From an optimization exercise on the open Yosys and OpenROAD flow, aimed at small area, a short achievable clock period and few clock cycles per item; shortcuts taken in it are not production practice.
The RTL was checked by simulation tests, not by an equivalence proof against the original design.

==> run K: inputs <==
==> flow/design.v <==
package instr_register_pkg;
  typedef enum logic [2:0] {
    ZERO  = 3'd0,
    PASSA = 3'd1,
    PASSB = 3'd2,
    ADD   = 3'd3,
    SUB   = 3'd4,
    MULT  = 3'd5,
    DIV   = 3'd6,
    MOD   = 3'd7
  } opcode_t;
  typedef logic signed [31:0] operand_t;
  typedef logic [4:0]         address_t;
  typedef logic signed [63:0] result_t;
  typedef struct packed {
    opcode_t  opc;
    operand_t op_a;
    operand_t op_b;
    result_t  res;
  } instruction_t;
  typedef enum logic [2:0] {
    ST_IDLE = 3'd0,
    ST_READ = 3'd1,
    ST_EXEC = 3'd2,
    ST_OUT  = 3'd3,
    ST_FIN  = 3'd4
  } exec_state_t;
  function automatic result_t sext_operand(input operand_t op);
    sext_operand = {{32{op[31]}}, op};
  endfunction
endpackage
module instr_add32 #(
  parameter int FAST = 0
) (
  input  logic [31:0] x,
  input  logic [31:0] y,
  input  logic        ci,
  output logic [31:0] s,
  output logic        co
);
  logic [32:0] c;
  logic [31:0] p, g;
  assign c[0] = ci;
  assign p    = x ^ y;
  assign g    = x & y;
  genvar i;
  generate
    for (i = 0; i < 32 - FAST; i = i + 1) begin : g_rip
      assign s[i]   = x[i] ^ y[i] ^ c[i];
      assign c[i+1] = (x[i] & y[i]) | (x[i] & c[i]) | (y[i] & c[i]);
    end
    for (i = 32 - FAST; i < 32; i = i + 2) begin : g_cla
      assign c[i+1] = g[i] | (p[i] & c[i]);
      assign c[i+2] = g[i+1] | (p[i+1] & g[i]) | (p[i+1] & p[i] & c[i]);
      assign s[i]   = p[i] ^ c[i];
      assign s[i+1] = p[i+1] ^ c[i+1];
    end
  endgenerate
  assign co = c[32];
endmodule
module instr_step #(
  parameter int FAST = 0
) (
  input  logic        mul,
  input  logic [31:0] x,
  input  logic [31:0] b,
  input  logic        one,
  input  logic        two,
  input  logic [31:0] yo,
  input  logic        yos,
  input  logic        neg,
  input  logic        dbit,
  output logic [31:0] xo,
  output logic [1:0]  pb,
  output logic        q,
  output logic [31:0] s,
  output logic        s32
);
  logic [31:0] y, t;
  logic        y32, co, c33, t32, t33;
  assign y   = (({32{one}} & b) | ({32{two}} & {b[30:0], 1'b0}) | yo) ^ {32{neg}};
  assign y32 = ((b[31] & (one | two)) | yos) ^ neg;
  instr_add32 #(.FAST(FAST)) u_add (.x(x), .y(y), .ci(neg), .s(t), .co(co));
  assign t32 = x[31] ^ y32 ^ co;
  assign c33 = (x[31] & y32) | (x[31] & co) | (y32 & co);
  assign t33 = x[31] ^ y32 ^ c33;
  assign q   = co;
  assign pb  = t[1:0];
  assign s   = t;
  assign s32 = t32;
  assign xo  = mul ? {t33, t32, t[31:2]} : {(co ? t[30:0] : x[30:0]), dbit};
endmodule
module instr_sel2 (
  input  logic         s,
  input  logic [24:0]  a1,
  input  logic [24:0]  a0,
  output logic [24:0]  y
);
  assign y = s ? a1 : a0;
endmodule
module instr_sel4 (
  input  logic         s,
  input  logic [2:0]   opc,
  input  logic [5:0]   a11,
  input  logic [5:0]   a10,
  input  logic [5:0]   a01,
  input  logic [5:0]   a00,
  output logic [5:0]   y
);
  logic f;
  assign f = opc[2] & (opc[1] | opc[0]);
  assign y = s ? (f ? a11 : a10) : (f ? a01 : a00);
endmodule
module instr_exec_seq
#(
  parameter int DIV_EN = 1
) (
  input  logic         clk,
  input  logic         reset_n,
  input  logic         start,
  input  instr_register_pkg::address_t     start_addr,
  input  logic [5:0]   count,
  output instr_register_pkg::address_t     read_pointer,
  input  instr_register_pkg::instruction_t instruction_word,
  output logic         busy,
  output logic         done,
  output logic         res_valid,
  input  logic         res_ready,
  output instr_register_pkg::address_t     res_addr,
  output instr_register_pkg::opcode_t      res_opcode,
  output instr_register_pkg::result_t      res_value,
  output logic         res_err
);
  localparam logic [3:0] LAST_DIV = 4'd9;    
  localparam logic [3:0] LAST_MUL = 4'd4;    
  logic [2:0]  cap_opc;
  logic [31:0] cap_a;
  logic [31:0] cap_b;
  logic        cap_ok;      
  logic [5:0]  to_issue;    
  logic        it;          
  logic        post;        
  logic [3:0]  cnt;
  logic [3:0]  ext;         
  logic        bprev;       
  logic [63:0] w;
  logic [4:0]  rp;
  logic        busy_q, rv, rv_c;
  logic [7:0]  rv_g;
  logic unused_res;
  assign unused_res = ^instruction_word.res;
  assign read_pointer = rp;
  assign res_value    = w;
  logic c_pa, c_pb, c_add, c_sub, c_mul, c_dm, c_isdiv, c_mod;
  logic sa, sb;
  assign c_pa    = (cap_opc == 3'd1);
  assign c_pb    = (cap_opc == 3'd2);
  assign c_add   = (cap_opc == 3'd3);
  assign c_sub   = (cap_opc == 3'd4);
  assign c_mul   = (cap_opc == 3'd5);
  assign c_dm    = cap_opc[2] & cap_opc[1];
  assign c_isdiv = ~cap_opc[0];
  assign c_mod   = c_dm & cap_opc[0];
  assign sa      = cap_a[31];
  assign sb      = cap_b[31];
  logic [31:0] ma, mb;
  logic [32:0] ta, tb;
  assign ma = cap_a ^ {32{sa}};
  assign mb = cap_b ^ {32{sb}};
  assign ta[32] = 1'b0;
  assign tb[32] = 1'b0;
  genvar gi;
  generate
    for (gi = 31; gi >= 0; gi = gi - 1) begin : g_len
      assign ta[gi] = ta[gi+1] | ma[gi];
      assign tb[gi] = tb[gi+1] | mb[gi];
    end
  endgenerate
  logic az, bz, a_lt_b;
  assign az    = ~ta[0] & ~sa;                  
  assign bz    = (~tb[0] & ~sb) || (DIV_EN == 0);  
  assign a_lt_b = |(tb[32:1] & ~ta[31:0]);       
  logic quick;   
  assign quick = c_mul ? (az | bz) : (bz | a_lt_b);
  logic [31:0] pv;
  logic        pneg;
  assign pv   = c_isdiv ? w[35:4] : {1'b0, ext, w[63:37]};
  assign pneg = c_isdiv ? (sa ^ sb) : sa;
  logic        xa, yb, ya, sci;
  logic [31:0] ss;
  logic        s32;
  assign xa  = ~post & (c_pa | c_add | c_sub | (c_mod & ~bz & a_lt_b));
  assign yb  = ~post & (c_pb | c_add | c_sub);
  assign ya  = ~post & c_dm & ~quick;
  assign sci = post ? pneg : (c_sub | (ya & sa));
  logic        last;
  assign last = (cnt == (c_mul ? LAST_MUL : LAST_DIV));
  logic [2:0] m0, m1, m2;    
  logic       mstart;
  logic [6:0] mb7;
  assign mstart = ~it & c_mul & ~quick;
  assign mb7 = it ? {w[5:0], bprev} : {cap_a[5:0], 1'b0};
  assign m0 = mb7[2:0];
  assign m1 = mb7[4:2];
  assign m2 = mb7[6:4];
  logic o0, o1, o2, t0, t1, t2, n0, n1, n2;
  assign o0 = ~c_mul | (m0[1] ^ m0[0]);
  assign o1 = ~c_mul | (m1[1] ^ m1[0]);
  assign o2 = ~c_mul | (m2[1] ^ m2[0]);
  assign t0 = c_mul & (m0[2] ^ m0[1]) & ~(m0[1] ^ m0[0]);
  assign t1 = c_mul & (m1[2] ^ m1[1]) & ~(m1[1] ^ m1[0]);
  assign t2 = c_mul & (m2[2] ^ m2[1]) & ~(m2[1] ^ m2[0]);
  assign n0 = c_mul ? m0[2] : ~sb;
  assign n1 = c_mul ? m1[2] : ~sb;
  assign n2 = c_mul ? m2[2] : ~sb;
  logic [31:0] x0, x1, x2, x3;
  logic [1:0]  p0, p1, p2;
  logic        q0, q1, q2;
  assign x0 = {ext, w[63:36]};
  logic [31:0] sx0, syo;
  logic        one0, two0, neg0;
  assign sx0  = it ? x0 : (xa ? cap_a : 32'd0);
  assign syo  = it ? 32'd0 : ((ya ? cap_a : 32'd0) | (post ? pv : 32'd0));
  assign one0 = (it | mstart) ? o0 : yb;
  assign two0 = (it | mstart) & t0;
  assign neg0 = (it | mstart) ? n0 : sci;
  instr_step u_st0 (.mul(c_mul), .x(sx0), .b(cap_b), .one(one0), .two(two0), .yo(syo), .yos(~it & ya & sa),
                    .neg(neg0), .dbit(it ? w[35] : ss[31]), .xo(x1), .pb(p0), .q(q0), .s(ss), .s32(s32));
  instr_step u_st1 (.mul(c_mul), .x(x1), .b(cap_b), .one(o1), .two(t1), .yo(32'd0), .yos(1'b0),
                    .neg(n1), .dbit(it ? w[34] : ss[30]), .xo(x2), .pb(p1), .q(q1), .s(), .s32());
  instr_step #(.FAST(8)) u_st2 (.mul(c_mul), .x(x2), .b(cap_b), .one(o2), .two(t2), .yo(32'd0), .yos(1'b0),
                    .neg(n2), .dbit(it ? w[33] : ss[29]), .xo(x3), .pb(p2), .q(q2), .s(), .s32());
  logic [30:0] rem;
  logic        fast;
  assign rem  = {ext, w[63:37]};
  assign fast = it & c_dm & (cnt <= 4'd6) & (&(~w[36:28] | tb[9:1])) & (&(~rem | {9'd0, tb[31:10]}));
  logic [67:0] chain;
  assign chain = c_mul ? {x3, p2, p1, p0, w[35:6]}
                       : {x3, w[32:4], q0, q1, q2, w[3:0]};
  logic pending, issue_s, issue_i, issue, finish, consumed;
  logic c_iter;
  assign c_iter   = (c_mul | c_dm) & ~quick;
  assign pending  = busy_q & cap_ok & (to_issue != 6'd0) & ~it & ~post;
  assign issue_s  = pending & ~c_iter;
  assign issue_i  = pending &  c_iter;
  assign issue    = issue_s | issue_i;
  assign finish   = (it & last & c_mul) | post;
  assign consumed = issue_s | finish;
  logic [4:0] rp_inc, rp_dec;
  logic       cap_ld;
  assign rp_inc = rp + 5'd1;
  assign rp_dec = rp - 5'd1;
  assign cap_ld = ~cap_ok | issue_s | finish;
  logic lastbeat;
  assign lastbeat = rv & (to_issue == 6'd0);   
  localparam int NL = 25;
  logic [NL-1:0] late1, late0, late;
  logic          n_ok, n_it, n_rv, n_busy, n_done, n_rvo, n_busyo, n_rvc, go;
  logic [7:0]    n_rvg, wde;
  logic          newres;
  assign newres = issue_s | finish;
  assign late1 = {1'b1, issue_i | (it & ~last), newres, ~lastbeat, lastbeat,
                  newres, ~(res_valid & (to_issue == 6'd0)), {8{newres}}, newres,
                  8'hff, issue};
  assign late0 = {~(issue_s & rv), (issue_i & ~rv) | (it & ~last), rv | newres, 1'b1, 1'b0,
                  res_valid | newres, 1'b1, rv_g | {8{newres}}, rv_c | newres,
                  ~rv_g, issue & ~rv_c};
  instr_sel2 u_late (.s(res_ready), .a1(late1), .a0(late0), .y(late));
  assign {n_ok, n_it, n_rv, n_busy, n_done, n_rvo, n_busyo, n_rvg, n_rvc, wde, go} = late;
  always_ff @(posedge clk or negedge reset_n) begin
    if (!reset_n) begin
      busy_q    <= 1'b0;
      done      <= 1'b0;
      rv        <= 1'b0;
      it        <= 1'b0;
      post      <= 1'b0;
      cap_ok    <= 1'b0;
    end else begin
      if (!busy_q) begin
        it        <= 1'b0;
        post      <= 1'b0;
        cap_ok    <= 1'b0;
        rv        <= 1'b0;
        busy_q    <= start & ~done & (count != 6'd0);
        done      <= start & ~done & (count == 6'd0);
      end else begin
        cap_ok    <= n_ok;
        it        <= n_it;
        post      <= it & last & ~c_mul;
        rv        <= n_rv;
        busy_q    <= n_busy;
        done      <= n_done;
      end
    end
  end
  always_ff @(posedge clk) begin
    if (cap_ld) begin
      cap_opc <= instruction_word.opc;
      cap_a   <= instruction_word.op_a;
      cap_b   <= instruction_word.op_b;
    end
    if (!busy_q) begin
      rp       <= start_addr;
      to_issue <= count;
    end else begin
      if (!n_ok)       rp <= rp_dec;    
      else if (cap_ld) rp <= rp_inc;
      if (go) to_issue <= to_issue - 6'd1;
    end
    if (go) begin
      res_addr   <= rp_dec;
      res_opcode <= instr_register_pkg::opcode_t'(cap_opc);
      res_err    <= c_dm & bz;
    end
    if (issue_i && go) cnt <= 4'd0;
    else if (it)       cnt <= cnt + (fast ? 4'd3 : 4'd1);
  end
  logic [67:0] w_nx;
  logic        bprev_nx;
  always_comb begin
    bprev_nx = it ? w[5] : cap_a[5];
    if (fast)                 w_nx = {rem[21:0], w[36:28], w[27:4], 9'd0, w[3:0]};
    else if (it)              w_nx = chain;
    else if (issue_i && c_dm) w_nx = {x3, ss[28:0], 1'b0, q1, q2, 4'd0};
    else if (issue_i)         w_nx = {x3, p2, p1, p0, {4{cap_a[31]}}, cap_a[31:6]};
    else                      w_nx = {4'd0, {32{s32}}, ss};
  end
  genvar gb;
  generate
    for (gb = 0; gb < 8; gb = gb + 1) begin : g_wb
      always_ff @(posedge clk) begin
        if (wde[gb]) w[8*gb+7:8*gb] <= w_nx[8*gb+7:8*gb];
      end
    end
  endgenerate
  always_ff @(posedge clk) begin
    if (wde[7]) ext   <= w_nx[67:64];
    if (wde[0]) bprev <= bprev_nx;
  end
  always_ff @(posedge clk or negedge reset_n) begin
    if (!reset_n) begin
      busy      <= 1'b0;
      res_valid <= 1'b0;
      rv_g      <= 8'd0;
      rv_c      <= 1'b0;
    end else if (!busy_q) begin
      busy      <= start & ~done & (count != 6'd0);
      res_valid <= 1'b0;
      rv_g      <= 8'd0;
      rv_c      <= 1'b0;
    end else begin
      busy      <= n_busyo;
      res_valid <= n_rvo;
      rv_g      <= n_rvg;
      rv_c      <= n_rvc;
    end
  end
endmodule
==> flow/flow/run.sh <==
#!/bin/bash
set -euo pipefail
bash standard.sh "BUFFER_PORTS_ARGS=-buffer_cell sky130_fd_sc_hd__buf_1" finish > flow_make.log 2>&1
==> flow/standard.sh <==
#!/bin/bash
# synth_recipe.tcl (not shown) runs the flow's synth.tcl, then flattens the netlist and writes it again
# the make line also repeats each setting of config.mk as NAME=value (left out here)
make -C /OpenROAD-flow-scripts/flow DESIGN_CONFIG=/design/flow/config.mk WORK_HOME=/design/flow/orfs CLKGATE_MAP_FILE= SYNTH_SCRIPT=/design/flow/synth_recipe.tcl "${@:-finish}"
==> flow/config.mk <==
export PLATFORM = sky130hd
export DESIGN_NAME = instr_exec_seq
export DESIGN_NICKNAME = instr_exec_seq
export VERILOG_FILES = /design/flow/design.v
export SDC_FILE = /design/flow/constraint.sdc
export NUM_CORES = 8
export LEC_CHECK = 0
export CAP_MARGIN = 20
export CORE_MARGIN = 2
export CORE_UTILIZATION = 70
export PLACE_DENSITY = 0.8
export SLEW_MARGIN = 20
==> flow/constraint.sdc <==
create_clock -name core_clock -period 240.0 [get_ports {clk}]
set_input_delay 48.0000 -clock core_clock [delete_from_list [all_inputs] [get_ports {clk}]]
set_output_delay 48.0000 -clock core_clock [all_outputs]
set_load 0.01 [all_outputs]
==> inputs of run P, as changes to run K <==
--- a/flow/design.v
+++ b/flow/design.v
@@ -92,9 +92,9 @@
 endmodule
 module instr_sel2 (
   input  logic         s,
-  input  logic [24:0]  a1,
-  input  logic [24:0]  a0,
-  output logic [24:0]  y
+  input  logic [18:0]  a1,
+  input  logic [18:0]  a0,
+  output logic [18:0]  y
 );
   assign y = s ? a1 : a0;
 endmodule
@@ -134,7 +134,8 @@
   localparam logic [3:0] LAST_DIV = 4'd9;    
   localparam logic [3:0] LAST_MUL = 4'd4;    
   logic [2:0]  cap_opc;
-  logic [31:0] cap_a;
+  logic [31:0] cap_a;       
+  logic        sa_q;        
   logic [31:0] cap_b;
   logic        cap_ok;      
   logic [5:0]  to_issue;    
@@ -146,7 +147,7 @@
   logic [63:0] w;
   logic [4:0]  rp;
   logic        busy_q, rv, rv_c;
-  logic [7:0]  rv_g;
+  logic [1:0]  rv_g;        
   logic unused_res;
   assign unused_res = ^instruction_word.res;
   assign read_pointer = rp;
@@ -185,7 +186,7 @@
   logic [31:0] pv;
   logic        pneg;
   assign pv   = c_isdiv ? w[35:4] : {1'b0, ext, w[63:37]};
-  assign pneg = c_isdiv ? (sa ^ sb) : sa;
+  assign pneg = c_isdiv ? (sa_q ^ sb) : sa_q;
   logic        xa, yb, ya, sci;
   logic [31:0] ss;
   logic        s32;
@@ -253,17 +254,17 @@
   assign cap_ld = ~cap_ok | issue_s | finish;
   logic lastbeat;
   assign lastbeat = rv & (to_issue == 6'd0);   
-  localparam int NL = 25;
+  localparam int NL = 19;
   logic [NL-1:0] late1, late0, late;
   logic          n_ok, n_it, n_rv, n_busy, n_done, n_rvo, n_busyo, n_rvc, go;
-  logic [7:0]    n_rvg, wde;
+  logic [1:0]    n_rvg, wde;
   logic          newres;
   assign newres = issue_s | finish;
   assign late1 = {1'b1, issue_i | (it & ~last), newres, ~lastbeat, lastbeat,
-                  newres, ~(res_valid & (to_issue == 6'd0)), {8{newres}}, newres,
-                  8'hff, issue};
-  assign late0 = {~(issue_s & rv), (issue_i & ~rv) | (it & ~last), rv | newres, 1'b1, 1'b0,
-                  res_valid | newres, 1'b1, rv_g | {8{newres}}, rv_c | newres,
+                  newres, ~(res_valid & (to_issue == 6'd0)), {2{newres}}, newres,
+                  2'b11, issue};
+  assign late0 = {~(issue & rv), (issue_i & ~rv) | (it & ~last), rv | newres, 1'b1, 1'b0,
+                  res_valid | newres, 1'b1, rv_g | {2{newres}}, rv_c | newres,
                   ~rv_g, issue & ~rv_c};
   instr_sel2 u_late (.s(res_ready), .a1(late1), .a0(late0), .y(late));
   assign {n_ok, n_it, n_rv, n_busy, n_done, n_rvo, n_busyo, n_rvg, n_rvc, wde, go} = late;
@@ -294,9 +295,9 @@
     end
   end
   always_ff @(posedge clk) begin
+    cap_a <= instruction_word.op_a;
     if (cap_ld) begin
       cap_opc <= instruction_word.opc;
-      cap_a   <= instruction_word.op_a;
       cap_b   <= instruction_word.op_b;
     end
     if (!busy_q) begin
@@ -308,6 +309,7 @@
       if (go) to_issue <= to_issue - 6'd1;
     end
     if (go) begin
+      sa_q       <= sa;
       res_addr   <= rp_dec;
       res_opcode <= instr_register_pkg::opcode_t'(cap_opc);
       res_err    <= c_dm & bz;
@@ -329,24 +331,24 @@
   generate
     for (gb = 0; gb < 8; gb = gb + 1) begin : g_wb
       always_ff @(posedge clk) begin
-        if (wde[gb]) w[8*gb+7:8*gb] <= w_nx[8*gb+7:8*gb];
+        if (wde[gb/4]) w[8*gb+7:8*gb] <= w_nx[8*gb+7:8*gb];
       end
     end
   endgenerate
   always_ff @(posedge clk) begin
-    if (wde[7]) ext   <= w_nx[67:64];
+    if (wde[1]) ext   <= w_nx[67:64];
     if (wde[0]) bprev <= bprev_nx;
   end
   always_ff @(posedge clk or negedge reset_n) begin
     if (!reset_n) begin
       busy      <= 1'b0;
       res_valid <= 1'b0;
-      rv_g      <= 8'd0;
+      rv_g      <= 2'd0;
       rv_c      <= 1'b0;
     end else if (!busy_q) begin
       busy      <= start & ~done & (count != 6'd0);
       res_valid <= 1'b0;
-      rv_g      <= 8'd0;
+      rv_g      <= 2'd0;
       rv_c      <= 1'b0;
     end else begin
       busy      <= n_busyo;
- ABC_AREA: not set -> 1
- CORE_UTILIZATION: 70 -> 50
- CTS_CLUSTER_DIAMETER: not set -> 200
- CTS_CLUSTER_SIZE: not set -> 40
- PLACE_DENSITY: 0.8 -> 0.65
==> inputs of run Z, as changes to run K <==
--- a/flow/design.v
+++ b/flow/design.v
@@ -137,6 +137,7 @@
   logic [31:0] cap_a;
   logic [31:0] cap_b;
   logic        cap_ok;      
+  logic        adv;         
   logic [5:0]  to_issue;    
   logic        it;          
   logic        post;        
@@ -246,11 +247,36 @@
   assign issue    = issue_s | issue_i;
   assign finish   = (it & last & c_mul) | post;
   assign consumed = issue_s | finish;
+  logic penult;
+  assign penult = c_mul ? (it & (cnt == LAST_MUL - 4'd1)) : (it & last);
   logic [4:0] rp_inc, rp_dec;
-  logic       cap_ld;
   assign rp_inc = rp + 5'd1;
   assign rp_dec = rp - 5'd1;
-  assign cap_ld = ~cap_ok | issue_s | finish;
+  logic [4:0] rp_n   [2][2];    
+  logic       adv_n  [2][2];
+  logic       ok_n   [2];
+  always_comb begin
+    for (int r = 0; r < 2; r++) begin
+      logic st, fsel, akeep;
+      logic [4:0] rkeep;
+      st = rv & (r == 0);
+      if (st) begin
+        fsel  = ~cap_ok;
+        rkeep = adv ? rp_dec : rp;
+        akeep = adv;
+        ok_n[r] = ~cap_ok | ~adv;
+      end else begin
+        fsel  = ~cap_ok | (consumed & adv);
+        rkeep = consumed ? rp_inc : adv ? rp_dec : penult ? rp_inc : rp;
+        akeep = (~consumed & ~adv & penult) | adv;
+        ok_n[r] = ~cap_ok | ~(consumed ^ adv);
+      end
+      rp_n[r][1]  = fsel ? rp     : rkeep;
+      rp_n[r][0]  = fsel ? rp_inc : rkeep;
+      adv_n[r][1] = fsel ? 1'b0   : akeep;
+      adv_n[r][0] = fsel ? 1'b1   : akeep;
+    end
+  end
   logic lastbeat;
   assign lastbeat = rv & (to_issue == 6'd0);   
   localparam int NL = 25;
@@ -259,14 +285,19 @@
   logic [7:0]    n_rvg, wde;
   logic          newres;
   assign newres = issue_s | finish;
-  assign late1 = {1'b1, issue_i | (it & ~last), newres, ~lastbeat, lastbeat,
+  assign late1 = {ok_n[1], issue_i | (it & ~last), newres, ~lastbeat, lastbeat,
                   newres, ~(res_valid & (to_issue == 6'd0)), {8{newres}}, newres,
                   8'hff, issue};
-  assign late0 = {~(issue_s & rv), (issue_i & ~rv) | (it & ~last), rv | newres, 1'b1, 1'b0,
+  assign late0 = {ok_n[0], (issue_i & ~rv) | (it & ~last), rv | newres, 1'b1, 1'b0,
                   res_valid | newres, 1'b1, rv_g | {8{newres}}, rv_c | newres,
                   ~rv_g, issue & ~rv_c};
   instr_sel2 u_late (.s(res_ready), .a1(late1), .a0(late0), .y(late));
   assign {n_ok, n_it, n_rv, n_busy, n_done, n_rvo, n_busyo, n_rvg, n_rvc, wde, go} = late;
+  logic [5:0] fetch_n;
+  instr_sel4 u_fetch (.s(res_ready), .opc(instruction_word.opc),
+                               .a11({rp_n[1][1], adv_n[1][1]}), .a10({rp_n[1][0], adv_n[1][0]}),
+                               .a01({rp_n[0][1], adv_n[0][1]}), .a00({rp_n[0][0], adv_n[0][0]}),
+                               .y(fetch_n));
   always_ff @(posedge clk or negedge reset_n) begin
     if (!reset_n) begin
       busy_q    <= 1'b0;
@@ -294,21 +325,18 @@
     end
   end
   always_ff @(posedge clk) begin
-    if (cap_ld) begin
-      cap_opc <= instruction_word.opc;
-      cap_a   <= instruction_word.op_a;
-      cap_b   <= instruction_word.op_b;
-    end
+    cap_opc <= instruction_word.opc;
+    cap_a   <= instruction_word.op_a;
+    cap_b   <= instruction_word.op_b;
     if (!busy_q) begin
       rp       <= start_addr;
       to_issue <= count;
     end else begin
-      if (!n_ok)       rp <= rp_dec;    
-      else if (cap_ld) rp <= rp_inc;
+      {rp, adv} <= fetch_n;
       if (go) to_issue <= to_issue - 6'd1;
     end
     if (go) begin
-      res_addr   <= rp_dec;
+      res_addr   <= adv ? rp_dec : rp;
       res_opcode <= instr_register_pkg::opcode_t'(cap_opc);
       res_err    <= c_dm & bz;
     end
- CORE_UTILIZATION: 70 -> 50
- PLACE_DENSITY: 0.8 -> 0.65
==> inputs of run X, as changes to run K <==
- CORE_UTILIZATION: 70 -> 50
- PLACE_DENSITY: 0.8 -> 0.65
==> summary of the runs <==
Run P finished with timing, DRC and antenna clean. Run K completed without violations. Run X completed without violations. Run Z finished clean. Sequential share of layout area: run Z < run P < run X < run K. Area after synthesis: run P is lower than run Z (3.8%). Utilization, highest first: run K, run P, run Z, run X. The highest first-iteration DRC count belongs to run K, the lowest to run P.
==> figures <==
quantity                                                 run K      run X      run Z      run P
Filler Cells Inserted                                     1670       3217       3228       3156
Tapcells                                                   324        455        448        442
Antenna Cells                                                6          1          3          2
Startpoint of the worst register-to-register path    cap_b[31]  cap_b[22]  cap_b[28]  cap_a[31]
Via count of the first global-routing pass               16800      16100      16700      16100
Adder-Cell Fraction of Synth Area                        11.6%      11.6%      12.0%      12.4%
Final setup slack of the worst path                  190.38 ns  190.42 ns  190.16 ns  190.49 ns
Outcome                       no timing/DRC/antenna violations  no timing/DRC/antenna violations  no timing/DRC/antenna violations  no timing/DRC/antenna violations
Post-route worst hold slack                           0.532 ns   0.499 ns   0.495 ns   0.512 ns
GR Layer Usage met1                                      64.7%      52.3%      57.8%      58.3%
Summed area of non-filler cells in the final layout  18700 µm²  18700 µm²  18600 µm²  17900 µm²
Ratio of layout area to synthesized area                1.069x     1.073x     1.084x     1.088x
Worst reg-to-reg path cell count                           123        121        116        133
Testbench counts of run K, summed over its fixed seeds: cycles 17,563, items 6,353.
Testbench counts of run P, summed over its fixed seeds: cycles 17,563, items 6,353.
Testbench counts of run Z, summed over its fixed seeds: cycles 18,407, items 6,353.
Testbench counts of run X, summed over its fixed seeds: cycles 17,563, items 6,353.

-- what the ideal ports hide --
The results above use ideal ports. As a check the final layouts listed here were re-extracted and re-timed, cells and wires unchanged. Step 1 assumes that a clkbuf_16 drives the clock port and a buf_2 every other input. Step 2 adds t to the input delays and takes it off the output delays; t is the mean of the earliest and latest rising clock arrival at the registers after step 1. Input paths then give back, and output paths get back, about the clock's delay inside the block. Three values: ideal, step 1, step 2; two values: the first two.
run | t, ns | slack for setup (ns) | worst register clock-pin slew, ns
run K | 0.502 | 190.378 / 190.330 / 189.898 | 0.10 / 0.10
run P | 0.527 | 190.493 / 190.442 / 190.285 | 0.08 / 0.08
run Z | 0.526 | 190.162 / 190.195 / 189.670 | 0.09 / 0.09
run X | 0.520 | 190.417 / 190.360 / 190.049 | 0.08 / 0.08
After both steps every run listed still meets setup and hold. For run Z, which loses most, drivers alone change the setup slack by +0.033 ns; drivers and shift together by -0.492 ns.
